From an optimization exercise on the open Yosys and OpenROAD flow, aimed at a short achievable clock period and few clock cycles; shortcuts taken in it are not production practice.

==> trial 23: inputs <==
==> flow/design.v (excerpt) <==
module cpu_core (
    input  logic              clk,
    input  logic              rst_n,
    input  logic              load_en,
    input  logic [data_w-1:0] load_addr,
    input  logic [data_w-1:0] load_data,
    input  logic [data_w-1:0] in_port,
    output logic              in_rd,
    output logic [data_w-1:0] out_port,
    output logic              out_valid
);
==> flow/config.mk <==
export PLATFORM = sky130hd
export DESIGN_NAME = cpu_core
export DESIGN_NICKNAME = cpu_core
export VERILOG_FILES = /design/flow/design.v
export SDC_FILE = /design/flow/constraint.sdc
export NUM_CORES = 4
export LEC_CHECK = 0
export CAP_MARGIN = 20
export CORE_MARGIN = 2
export CORE_UTILIZATION = 55
export SETUP_SLACK_MARGIN = 2.5
export SLEW_MARGIN = 20
export TNS_END_PERCENT = 100
==> flow/constraint.sdc <==
create_clock -name core_clock -period 6.5 [get_ports {clk}]
set_input_delay 1.3000 -clock core_clock [delete_from_list [all_inputs] [get_ports {clk}]]
set_output_delay 1.3000 -clock core_clock [all_outputs]
set_load 0.01 [all_outputs]
run.sh (not shown) runs the stock make flow with config.mk's settings and CLKGATE_MAP_FILE= SYNTH_SCRIPT=/design/flow/synth_recipe.tcl, a recipe that flattens the netlist after the stock synthesis.
==> trial 85: changes against trial 23 <==
--- a/flow/design.v
+++ b/flow/design.v
@@ -101,12 +101,68 @@
         hs = 16'd1 << a[7:4];
         ls = 16'd1 << a[3:0];
         y  = '0;
         for (int k = 0; k < 256; k++) y = y | ({8{hs[k / 16] & ls[k % 16]}} & m[k]);
     end
 endmodule
+module win4p (
+    input  logic [255:0][7:0] m,
+    input  logic [7:0]        hs,
+    input  logic [7:0]        ls,
+    input  logic [1:0]        rot,
+    output logic [3:0][7:0]   y
+);
+    logic [31:0]     wl, wh;
+    logic [7:0][7:0] b;
+    always_comb begin
+        wl = '0;
+        wh = '0;
+        for (int k = 0; k < 64; k++) begin
+            wl = wl | ({32{hs[k / 8] & ls[k % 8]}} & {m[4*k+3], m[4*k+2], m[4*k+1], m[4*k]});
+            wh = wh | ({32{hs[k / 8] & ls[k % 8]}} &
+                       {m[4*((k+1)%64)+3], m[4*((k+1)%64)+2], m[4*((k+1)%64)+1], m[4*((k+1)%64)]});
+        end
+    end
+    assign b = {wh, wl};
+    for (genvar j = 0; j < 4; j++) begin : g_rot
+        assign y[j] = rot[1] ? (rot[0] ? b[j + 3] : b[j + 2])
+                             : (rot[0] ? b[j + 1] : b[j]);
+    end
+endmodule
+module rd8p (
+    input  logic [255:0][7:0] m,
+    input  logic [15:0]       hs,
+    input  logic [15:0]       ls,
+    output logic [7:0]        y
+);
+    always_comb begin
+        y = '0;
+        for (int k = 0; k < 256; k++) y = y | ({8{hs[k / 16] & ls[k % 16]}} & m[k]);
+    end
+endmodule
+module rd_eo (
+    input  logic [255:0][7:0] m,
+    input  logic [3:0]        oh,
+    input  logic [7:0]        ol,
+    input  logic [3:0]        eh,
+    input  logic [7:0]        el,
+    output logic [7:0][7:0]   y
+);
+    logic [31:0] wo, we;
+    always_comb begin
+        wo = '0;
+        we = '0;
+        for (int i = 0; i < 32; i++) begin
+            wo = wo | ({32{oh[i / 8] & ol[i % 8]}} &
+                       {m[8*i+7], m[8*i+6], m[8*i+5], m[8*i+4]});
+            we = we | ({32{eh[i / 8] & el[i % 8]}} &
+                       {m[8*i+3], m[8*i+2], m[8*i+1], m[8*i]});
+        end
+    end
+    assign y = {wo, we};
+endmodule
 import cpu_pkg::*;
 module cpu_core (
     input  logic              clk,
     input  logic              rst_n,
     input  logic              load_en,
     input  logic [data_w-1:0] load_addr,
@@ -154,15 +210,47 @@
     logic              redir;    
     logic              z;
     logic [7:0]        out_q;
     logic [3:0][7:0] sq, tt;
     logic [7:0]      md, ta;
     logic [7:0][7:0] sqb;
-    win4 #(.off(1)) u_sq (.m(mem), .a(pc), .y(sq), .b8(sqb));   
-    win4 #(.off(0)) u_t  (.m(mem), .a(ta), .y(tt), .b8());
-    rd8 u_md (.m(mem), .a(r[ldrb]), .y(md));
+    logic [7:0]      pa;
+    logic [4:0]      sqo, sqe;
+    assign pa  = pc + 8'd4;
+    assign sqo = pa[7:3];
+    assign sqe = pa[7:3] + 5'(pa[2]);
+    rd_eo u_sq (.m(mem), .oh(4'(1) << sqo[4:3]), .ol(8'(1) << sqo[2:0]),
+                .eh(4'(1) << sqe[4:3]), .el(8'(1) << sqe[2:0]), .y(sqb));
+    logic       tsel;
+    logic [4:0]      te1, te2;
+    logic [3:0]      toh, teh;
+    logic [7:0]      tol, tel;
+    logic [7:0][7:0] tb;
+    assign tsel = redir || l0;
+    assign te1  = w1[7:3] + 5'(w1[2]);
+    assign te2  = w2[7:3] + 5'(w2[2]);
+    assign toh  = tsel ? (4'd1 << w1[7:6]) : (4'd1 << w2[7:6]);
+    assign tol  = tsel ? (8'd1 << w1[5:3]) : (8'd1 << w2[5:3]);
+    assign teh  = tsel ? (4'd1 << te1[4:3]) : (4'd1 << te2[4:3]);
+    assign tel  = tsel ? (8'd1 << te1[2:0]) : (8'd1 << te2[2:0]);
+    rd_eo u_t (.m(mem), .oh(toh), .ol(tol), .eh(teh), .el(tel), .y(tb));
+    for (genvar j = 0; j < 4; j++) begin : g_tt
+        logic [2:0] bj;
+        assign bj    = ta[2:0] + 3'(j);
+        assign tt[j] = tb[bj];
+    end
+    logic [15:0] mdh, mdl;
+    always_comb begin
+        case (ldrb)
+            2'd0:    begin mdh = 16'd1 << r[0][7:4]; mdl = 16'd1 << r[0][3:0]; end
+            2'd1:    begin mdh = 16'd1 << r[1][7:4]; mdl = 16'd1 << r[1][3:0]; end
+            2'd2:    begin mdh = 16'd1 << r[2][7:4]; mdl = 16'd1 << r[2][3:0]; end
+            default: begin mdh = 16'd1 << r[3][7:4]; mdl = 16'd1 << r[3][3:0]; end
+        endcase
+    end
+    rd8p u_md (.m(mem), .hs(mdh), .ls(mdl), .y(md));
     logic [7:0] c0, c1, c2;        
     logic [7:0] i0, i1, i2;        
     logic       l0, l1, l2;
     logic       fits2, ok2;
     logic       inc0, inc1, inc2;
     assign c0 = w0;
@@ -201,13 +289,13 @@
     logic fb1_t1, fb2_t1, fb2_t2, fb1, fb2;
     assign fb1_t1 = l0 && c0[3:2] == c1[1:0];
     assign fb2_t2 = l1 && c1[3:2] == c2[1:0];
     assign fb2_t1 = !fb2_t2 && l0 && c0[3:2] == c2[1:0];
     assign fb1    = fb1_t1;              
     assign fb2    = fb2_t1 || fb2_t2;
-    assign ta     = (redir || l0) ? w1 : w2;
+    assign ta     = tsel ? w1 : w2;
     logic [1:0] ldrb;
     assign ldrb = (c0[7:4] == op_ldd) ? c0[1:0] : (c1[7:4] == op_ldd) ? c1[1:0] : c2[1:0];
     logic [1:0] ls0, ls1, ls2;
     assign ls0 = 2'b10;
     assign ls1 = fb1 ? 2'b01 : 2'b10;
     assign ls2 = fb2 ? 2'b01 : 2'b10;
@@ -350,40 +438,40 @@
         endcase
         len = ln[1] ? 3'd1 : ln[2] ? 3'd2 : ln[3] ? 3'd3 : 3'd4;
     end
     logic [3:0][7:0]  wn;
     logic [7:0]       pc_n;
     logic             redir_n, s_t, s_sq;
-    logic [3:0]       pcd;
+    logic [7:0]       pcd;
     logic [7:0][7:0]  sqf;
     assign s_t  = redir || use_t;
     assign s_sq = !s_t;
-    assign pcd  = 4'(1) << pc[1:0];
+    assign pcd  = 8'(1) << pc[2:0];
     assign redir_n = !redir && use_rg;
     assign pc_n = s_t ? ta : pc + 8'(len);
     always_comb begin
         for (int q = 0; q < 8; q++)
-            sqf[q] = (st_en && f_hit(sah, sal, {pc[7:2], 2'b00} + 8'd4 + 8'(q))) ? sd : sqb[q];
+            sqf[q] = (st_en && f_hit(sah, sal, (q < 4) ? {sqe, 3'(q)} : {sqo, 3'(q)})) ? sd : sqb[q];
     end
     logic [3:0][7:0] wcur;
     assign wcur = {w3, w2, w1, w0};
     always_comb begin
         for (int j = 0; j < 4; j++) begin
             logic ft;
-            ft = st_en && f_hit(sah, sal, ta + 8'(j));
+            ft = st_en && (tsel ? f_hit(sah, sal, w1 + 8'(j)) : f_hit(sah, sal, w2 + 8'(j)));
             wn[j] = ({8{s_t && ft}} & sd) | ({8{s_t && !ft}} & tt[j]);
             for (int m = 1; m <= 4; m++) begin
                 if (j + m < 4)
                     wn[j] = wn[j] | ({8{s_sq && ln[m]}} & wcur[j + m]);
             end
-            for (int q = 0; q < 7; q++) begin
+            for (int q = 0; q < 8; q++) begin
                 logic hit;
                 hit = 1'b0;
                 for (int m = 1; m <= 4; m++) begin
-                    if (j + m >= 4 && q - (j + m - 4) >= 0 && q - (j + m - 4) < 4)
-                        hit = hit | (ln[m] & pcd[q - (j + m - 4)]);
+                    if (j + m >= 4)
+                        hit = hit | (ln[m] & pcd[(q - m - j + 16) % 8]);
                 end
                 wn[j] = wn[j] | ({8{s_sq && hit}} & sqf[q]);
             end
         end
         if (use_rg && !redir) wn[1] = rtgt;
     end
CORE_UTILIZATION = 40   (was 55)
PLACE_DENSITY = 0.45   (was default)
==> comparison <==
Between trial 23 and trial 85, the lower synthesized cell count is in trial 85 (gap 16%, measured against trial 85).
Trial 85 failed in global routing, error GRT-0116. Trial 23 failed in global routing.
Between trial 85 and trial 23, the lower area after synthesis is in trial 85 (gap about 10%, measured against trial 23).
No functional check of the RTL was part of any run of this note.


==> inputs of v8 <==
cpu_core, a different RTL version from the one above (not shown whole).
==> flow/design.v (excerpt) <==
module cpu_core (
    input  logic              clk,
    input  logic              rst_n,
    input  logic              load_en,
    input  logic [data_w-1:0] load_addr,
    input  logic [data_w-1:0] load_data,
    input  logic [data_w-1:0] in_port,
    output logic              in_rd,
    output logic [data_w-1:0] out_port,
    output logic              out_valid
);
    function automatic logic f_l(input logic [7:0] c);    
        f_l = c[7:4] == op_ldm;
    endfunction
    function automatic logic f_br(input logic [7:0] c);
        f_br = c[7:4] == op_jz || c[7:4] == op_jmp;
    endfunction
    function automatic logic f_alu(input logic [7:0] c);
        f_alu = c[7:4] == op_add || c[7:4] == op_sub || c[7:4] == op_and || c[7:4] == op_or;
    endfunction
    function automatic logic f_wr(input logic [7:0] c);   
        f_wr = c[7:4] == op_mov || f_alu(c) || c[7:4] == op_in || c[7:4] == op_ldd;
    endfunction
    function automatic logic f_rda(input logic [7:0] c);
        f_rda = f_alu(c) || c[7:4] == op_std;
    endfunction
    function automatic logic f_rdb(input logic [7:0] c);
        f_rdb = c[7:4] == op_mov || f_alu(c) || c[7:4] == op_out || f_br(c) ||
                c[7:4] == op_ldd || c[7:4] == op_std;
    endfunction
    function automatic logic f_conf(input logic [7:0] x, input logic [7:0] y,
                                    input logic ov, input logic [1:0] ovr);
        logic hit;
  ...
Settings: LEC_CHECK=0, CAP_MARGIN=20, CORE_MARGIN=2, CORE_UTILIZATION=40, SETUP_SLACK_MARGIN=2.5, SLEW_MARGIN=20, TNS_END_PERCENT=100; clock period 6.5 ns.
==> inputs of v38, as changes to v8 <==
--- a/flow/design.v
+++ b/flow/design.v
@@ -134,16 +134,37 @@
     input  logic [15:0]       ls,
     output logic [7:0]        y
 );
     always_comb begin
         y = '0;
         for (int k = 0; k < 256; k++) y = y | ({8{hs[k / 16] & ls[k % 16]}} & m[k]);
     end
 endmodule
+module rd_eo (
+    input  logic [255:0][7:0] m,
+    input  logic [3:0]        oh,
+    input  logic [7:0]        ol,
+    input  logic [3:0]        eh,
+    input  logic [7:0]        el,
+    output logic [7:0][7:0]   y
+);
+    logic [31:0] wo, we;
+    always_comb begin
+        wo = '0;
+        we = '0;
+        for (int i = 0; i < 32; i++) begin
+            wo = wo | ({32{oh[i / 8] & ol[i % 8]}} &
+                       {m[8*i+7], m[8*i+6], m[8*i+5], m[8*i+4]});
+            we = we | ({32{eh[i / 8] & el[i % 8]}} &
+                       {m[8*i+3], m[8*i+2], m[8*i+1], m[8*i]});
+        end
+    end
+    assign y = {wo, we};
+endmodule
 import cpu_pkg::*;
 module cpu_core (
     input  logic              clk,
     input  logic              rst_n,
     input  logic              load_en,
     input  logic [data_w-1:0] load_addr,
     input  logic [data_w-1:0] load_data,
     input  logic [data_w-1:0] in_port,
@@ -187,23 +208,41 @@
     logic [7:0]        pc;
     logic [7:0]        w0, w1, w2, w3;
     logic              redir;    
     logic              z;
     logic [7:0]        out_q;
     logic [3:0][7:0] sq, tt;
     logic [7:0]      md, ta;
     logic [7:0][7:0] sqb;
-    win4 #(.off(1)) u_sq (.m(mem), .a(pc), .y(sq), .b8(sqb));   
+    logic [7:0]      pa;
+    logic [4:0]      sqo, sqe;
+    assign pa  = pc + 8'd4;
+    assign sqo = pa[7:3];
+    assign sqe = pa[7:3] + 5'(pa[2]);
+    rd_eo u_sq (.m(mem), .oh(4'(1) << sqo[4:3]), .ol(8'(1) << sqo[2:0]),
+                .eh(4'(1) << sqe[4:3]), .el(8'(1) << sqe[2:0]), .y(sqb));
     logic       tsel;
-    logic [7:0] tah, tal;
+    logic [4:0]      te1, te2;
+    logic [3:0]      toh, teh;
+    logic [7:0]      tol, tel;
+    logic [7:0][7:0] tb;
     assign tsel = redir || l0;
-    assign tah  = tsel ? (8'd1 << w1[7:5]) : (8'd1 << w2[7:5]);
-    assign tal  = tsel ? (8'd1 << w1[4:2]) : (8'd1 << w2[4:2]);
-    win4p u_t (.m(mem), .hs(tah), .ls(tal), .rot(ta[1:0]), .y(tt));
+    assign te1  = w1[7:3] + 5'(w1[2]);
+    assign te2  = w2[7:3] + 5'(w2[2]);
+    assign toh  = tsel ? (4'd1 << w1[7:6]) : (4'd1 << w2[7:6]);
+    assign tol  = tsel ? (8'd1 << w1[5:3]) : (8'd1 << w2[5:3]);
+    assign teh  = tsel ? (4'd1 << te1[4:3]) : (4'd1 << te2[4:3]);
+    assign tel  = tsel ? (8'd1 << te1[2:0]) : (8'd1 << te2[2:0]);
+    rd_eo u_t (.m(mem), .oh(toh), .ol(tol), .eh(teh), .el(tel), .y(tb));
+    for (genvar j = 0; j < 4; j++) begin : g_tt
+        logic [2:0] bj;
+        assign bj    = ta[2:0] + 3'(j);
+        assign tt[j] = tb[bj];
+    end
     logic [15:0] mdh, mdl;
     always_comb begin
         case (ldrb)
             2'd0:    begin mdh = 16'd1 << r[0][7:4]; mdl = 16'd1 << r[0][3:0]; end
             2'd1:    begin mdh = 16'd1 << r[1][7:4]; mdl = 16'd1 << r[1][3:0]; end
             2'd2:    begin mdh = 16'd1 << r[2][7:4]; mdl = 16'd1 << r[2][3:0]; end
             default: begin mdh = 16'd1 << r[3][7:4]; mdl = 16'd1 << r[3][3:0]; end
         endcase
@@ -397,44 +436,44 @@
             5'b11010:                               ln[4] = 1'b1;   
             default:                                ln[4] = 1'b1;   
         endcase
         len = ln[1] ? 3'd1 : ln[2] ? 3'd2 : ln[3] ? 3'd3 : 3'd4;
     end
     logic [3:0][7:0]  wn;
     logic [7:0]       pc_n;
     logic             redir_n, s_t, s_sq;
-    logic [3:0]       pcd;
+    logic [7:0]       pcd;
     logic [7:0][7:0]  sqf;
     assign s_t  = redir || use_t;
     assign s_sq = !s_t;
-    assign pcd  = 4'(1) << pc[1:0];
+    assign pcd  = 8'(1) << pc[2:0];
     assign redir_n = !redir && use_rg;
     assign pc_n = s_t ? ta : pc + 8'(len);
     always_comb begin
         for (int q = 0; q < 8; q++)
-            sqf[q] = (st_en && f_hit(sah, sal, {pc[7:2], 2'b00} + 8'd4 + 8'(q))) ? sd : sqb[q];
+            sqf[q] = (st_en && f_hit(sah, sal, (q < 4) ? {sqe, 3'(q)} : {sqo, 3'(q)})) ? sd : sqb[q];
     end
     logic [3:0][7:0] wcur;
     assign wcur = {w3, w2, w1, w0};
     always_comb begin
         for (int j = 0; j < 4; j++) begin
             logic ft;
             ft = st_en && (tsel ? f_hit(sah, sal, w1 + 8'(j)) : f_hit(sah, sal, w2 + 8'(j)));
             wn[j] = ({8{s_t && ft}} & sd) | ({8{s_t && !ft}} & tt[j]);
             for (int m = 1; m <= 4; m++) begin
                 if (j + m < 4)
                     wn[j] = wn[j] | ({8{s_sq && ln[m]}} & wcur[j + m]);
             end
-            for (int q = 0; q < 7; q++) begin
+            for (int q = 0; q < 8; q++) begin
                 logic hit;
                 hit = 1'b0;
                 for (int m = 1; m <= 4; m++) begin
-                    if (j + m >= 4 && q - (j + m - 4) >= 0 && q - (j + m - 4) < 4)
-                        hit = hit | (ln[m] & pcd[q - (j + m - 4)]);
+                    if (j + m >= 4)
+                        hit = hit | (ln[m] & pcd[(q - m - j + 16) % 8]);
                 end
                 wn[j] = wn[j] | ({8{s_sq && hit}} & sqf[q]);
             end
         end
         if (use_rg && !redir) wn[1] = rtgt;
     end
     always_ff @(posedge clk or negedge rst_n) begin
         if (!rst_n) begin
CORE_UTILIZATION = 33   (was 40)
PLACE_DENSITY = 0.38   (was not set)
==> inputs of v1, as changes to v8 <==
--- a/flow/design.v
+++ b/flow/design.v
@@ -134,16 +134,37 @@
     input  logic [15:0]       ls,
     output logic [7:0]        y
 );
     always_comb begin
         y = '0;
         for (int k = 0; k < 256; k++) y = y | ({8{hs[k / 16] & ls[k % 16]}} & m[k]);
     end
 endmodule
+module rd_eo (
+    input  logic [255:0][7:0] m,
+    input  logic [3:0]        oh,
+    input  logic [7:0]        ol,
+    input  logic [3:0]        eh,
+    input  logic [7:0]        el,
+    output logic [7:0][7:0]   y
+);
+    logic [31:0] wo, we;
+    always_comb begin
+        wo = '0;
+        we = '0;
+        for (int i = 0; i < 32; i++) begin
+            wo = wo | ({32{oh[i / 8] & ol[i % 8]}} &
+                       {m[8*i+7], m[8*i+6], m[8*i+5], m[8*i+4]});
+            we = we | ({32{eh[i / 8] & el[i % 8]}} &
+                       {m[8*i+3], m[8*i+2], m[8*i+1], m[8*i]});
+        end
+    end
+    assign y = {wo, we};
+endmodule
 import cpu_pkg::*;
 module cpu_core (
     input  logic              clk,
     input  logic              rst_n,
     input  logic              load_en,
     input  logic [data_w-1:0] load_addr,
     input  logic [data_w-1:0] load_data,
     input  logic [data_w-1:0] in_port,
@@ -187,23 +208,41 @@
     logic [7:0]        pc;
     logic [7:0]        w0, w1, w2, w3;
     logic              redir;    
     logic              z;
     logic [7:0]        out_q;
     logic [3:0][7:0] sq, tt;
     logic [7:0]      md, ta;
     logic [7:0][7:0] sqb;
-    win4 #(.off(1)) u_sq (.m(mem), .a(pc), .y(sq), .b8(sqb));   
+    logic [7:0]      pa;
+    logic [4:0]      sqo, sqe;
+    assign pa  = pc + 8'd4;
+    assign sqo = pa[7:3];
+    assign sqe = pa[7:3] + 5'(pa[2]);
+    rd_eo u_sq (.m(mem), .oh(4'(1) << sqo[4:3]), .ol(8'(1) << sqo[2:0]),
+                .eh(4'(1) << sqe[4:3]), .el(8'(1) << sqe[2:0]), .y(sqb));
     logic       tsel;
-    logic [7:0] tah, tal;
+    logic [4:0]      te1, te2;
+    logic [3:0]      toh, teh;
+    logic [7:0]      tol, tel;
+    logic [7:0][7:0] tb;
     assign tsel = redir || l0;
-    assign tah  = tsel ? (8'd1 << w1[7:5]) : (8'd1 << w2[7:5]);
-    assign tal  = tsel ? (8'd1 << w1[4:2]) : (8'd1 << w2[4:2]);
-    win4p u_t (.m(mem), .hs(tah), .ls(tal), .rot(ta[1:0]), .y(tt));
+    assign te1  = w1[7:3] + 5'(w1[2]);
+    assign te2  = w2[7:3] + 5'(w2[2]);
+    assign toh  = tsel ? (4'd1 << w1[7:6]) : (4'd1 << w2[7:6]);
+    assign tol  = tsel ? (8'd1 << w1[5:3]) : (8'd1 << w2[5:3]);
+    assign teh  = tsel ? (4'd1 << te1[4:3]) : (4'd1 << te2[4:3]);
+    assign tel  = tsel ? (8'd1 << te1[2:0]) : (8'd1 << te2[2:0]);
+    rd_eo u_t (.m(mem), .oh(toh), .ol(tol), .eh(teh), .el(tel), .y(tb));
+    for (genvar j = 0; j < 4; j++) begin : g_tt
+        logic [2:0] bj;
+        assign bj    = ta[2:0] + 3'(j);
+        assign tt[j] = tb[bj];
+    end
     logic [15:0] mdh, mdl;
     always_comb begin
         case (ldrb)
             2'd0:    begin mdh = 16'd1 << r[0][7:4]; mdl = 16'd1 << r[0][3:0]; end
             2'd1:    begin mdh = 16'd1 << r[1][7:4]; mdl = 16'd1 << r[1][3:0]; end
             2'd2:    begin mdh = 16'd1 << r[2][7:4]; mdl = 16'd1 << r[2][3:0]; end
             default: begin mdh = 16'd1 << r[3][7:4]; mdl = 16'd1 << r[3][3:0]; end
         endcase
@@ -397,44 +436,44 @@
             5'b11010:                               ln[4] = 1'b1;   
             default:                                ln[4] = 1'b1;   
         endcase
         len = ln[1] ? 3'd1 : ln[2] ? 3'd2 : ln[3] ? 3'd3 : 3'd4;
     end
     logic [3:0][7:0]  wn;
     logic [7:0]       pc_n;
     logic             redir_n, s_t, s_sq;
-    logic [3:0]       pcd;
+    logic [7:0]       pcd;
     logic [7:0][7:0]  sqf;
     assign s_t  = redir || use_t;
     assign s_sq = !s_t;
-    assign pcd  = 4'(1) << pc[1:0];
+    assign pcd  = 8'(1) << pc[2:0];
     assign redir_n = !redir && use_rg;
     assign pc_n = s_t ? ta : pc + 8'(len);
     always_comb begin
         for (int q = 0; q < 8; q++)
-            sqf[q] = (st_en && f_hit(sah, sal, {pc[7:2], 2'b00} + 8'd4 + 8'(q))) ? sd : sqb[q];
+            sqf[q] = (st_en && f_hit(sah, sal, (q < 4) ? {sqe, 3'(q)} : {sqo, 3'(q)})) ? sd : sqb[q];
     end
     logic [3:0][7:0] wcur;
     assign wcur = {w3, w2, w1, w0};
     always_comb begin
         for (int j = 0; j < 4; j++) begin
             logic ft;
             ft = st_en && (tsel ? f_hit(sah, sal, w1 + 8'(j)) : f_hit(sah, sal, w2 + 8'(j)));
             wn[j] = ({8{s_t && ft}} & sd) | ({8{s_t && !ft}} & tt[j]);
             for (int m = 1; m <= 4; m++) begin
                 if (j + m < 4)
                     wn[j] = wn[j] | ({8{s_sq && ln[m]}} & wcur[j + m]);
             end
-            for (int q = 0; q < 7; q++) begin
+            for (int q = 0; q < 8; q++) begin
                 logic hit;
                 hit = 1'b0;
                 for (int m = 1; m <= 4; m++) begin
-                    if (j + m >= 4 && q - (j + m - 4) >= 0 && q - (j + m - 4) < 4)
-                        hit = hit | (ln[m] & pcd[q - (j + m - 4)]);
+                    if (j + m >= 4)
+                        hit = hit | (ln[m] & pcd[(q - m - j + 16) % 8]);
                 end
                 wn[j] = wn[j] | ({8{s_sq && hit}} & sqf[q]);
             end
         end
         if (use_rg && !redir) wn[1] = rtgt;
     end
     always_ff @(posedge clk or negedge rst_n) begin
         if (!rst_n) begin
==> run summary <==
Arithmetic-cell share of the synthesized area counting full adders, half adders and majority gates: v1 0.009201; v8 0.007721; v38 0.009201
Final estimated routing congestion in global placement: v1 1.735; v8 1.717; v38 1.707
HPWL after DPL: v1 1047 mm; v8 1284 mm; v38 1156 mm
Post-Syn Nets: v1 11356; v8 13283; v38 11356
Post-synth cell types: v1 105; v8 128; v38 105
Simple-gate portion of the synthesized area: v1 0.1176; v8 0.1064; v38 0.1176
Synthesized-area fraction occupied by xor and xnor cells: v1 0.007573; v8 0.006366; v38 0.007573
Fraction of synthesized area in multiplexers: v1 0.04820; v8 0.03501; v38 0.04820
Die boundary height: v1 560.2 um; v8 596.3 um; v38 616.4 um
Die boundary width: v1 560.2 um; v8 596.3 um; v38 616.4 um
Post-detailed-placement cell area: v1 0.1424 mm^2; v8 0.1607 mm^2; v38 0.1445 mm^2
Most instantiated library cell after synthesis: v1 sky130_fd_sc_hd__a22oi_1; v8 sky130_fd_sc_hd__edfxtp_1; v38 sky130_fd_sc_hd__a22oi_1
Run status: v1 stopped before the end; v8 stopped before the end; v38 stopped before the end
Stage where the flow stopped: v1 global routing (5_1_grt); v8 global routing (5_1_grt); v38 global routing (5_1_grt)
Area fraction in compound gates after synthesis: v1 0.2734; v8 0.3497; v38 0.2734
Share of Yosys cell area claimed by the top area cell type: v1 0.4970; v8 0.4382; v38 0.4970
Synthesized area: v1 0.1238 mm^2; v8 0.1403 mm^2; v38 0.1238 mm^2
Starting utilization of the core area: v1 0.4014; v8 0.4016; v38 0.3320
Total clock buffers created by CTS: v1 234; v8 234; v38 238
Post-placement setup slack: v1 -1.401 ns; v8 -0.6180 ns; v38 -0.8831 ns
Share of synthesized area occupied by flip-flops and latches: v1 0.5128; v8 0.4522; v38 0.5128
No run of this note included a check of the RTL's function; only the layout flow was run.
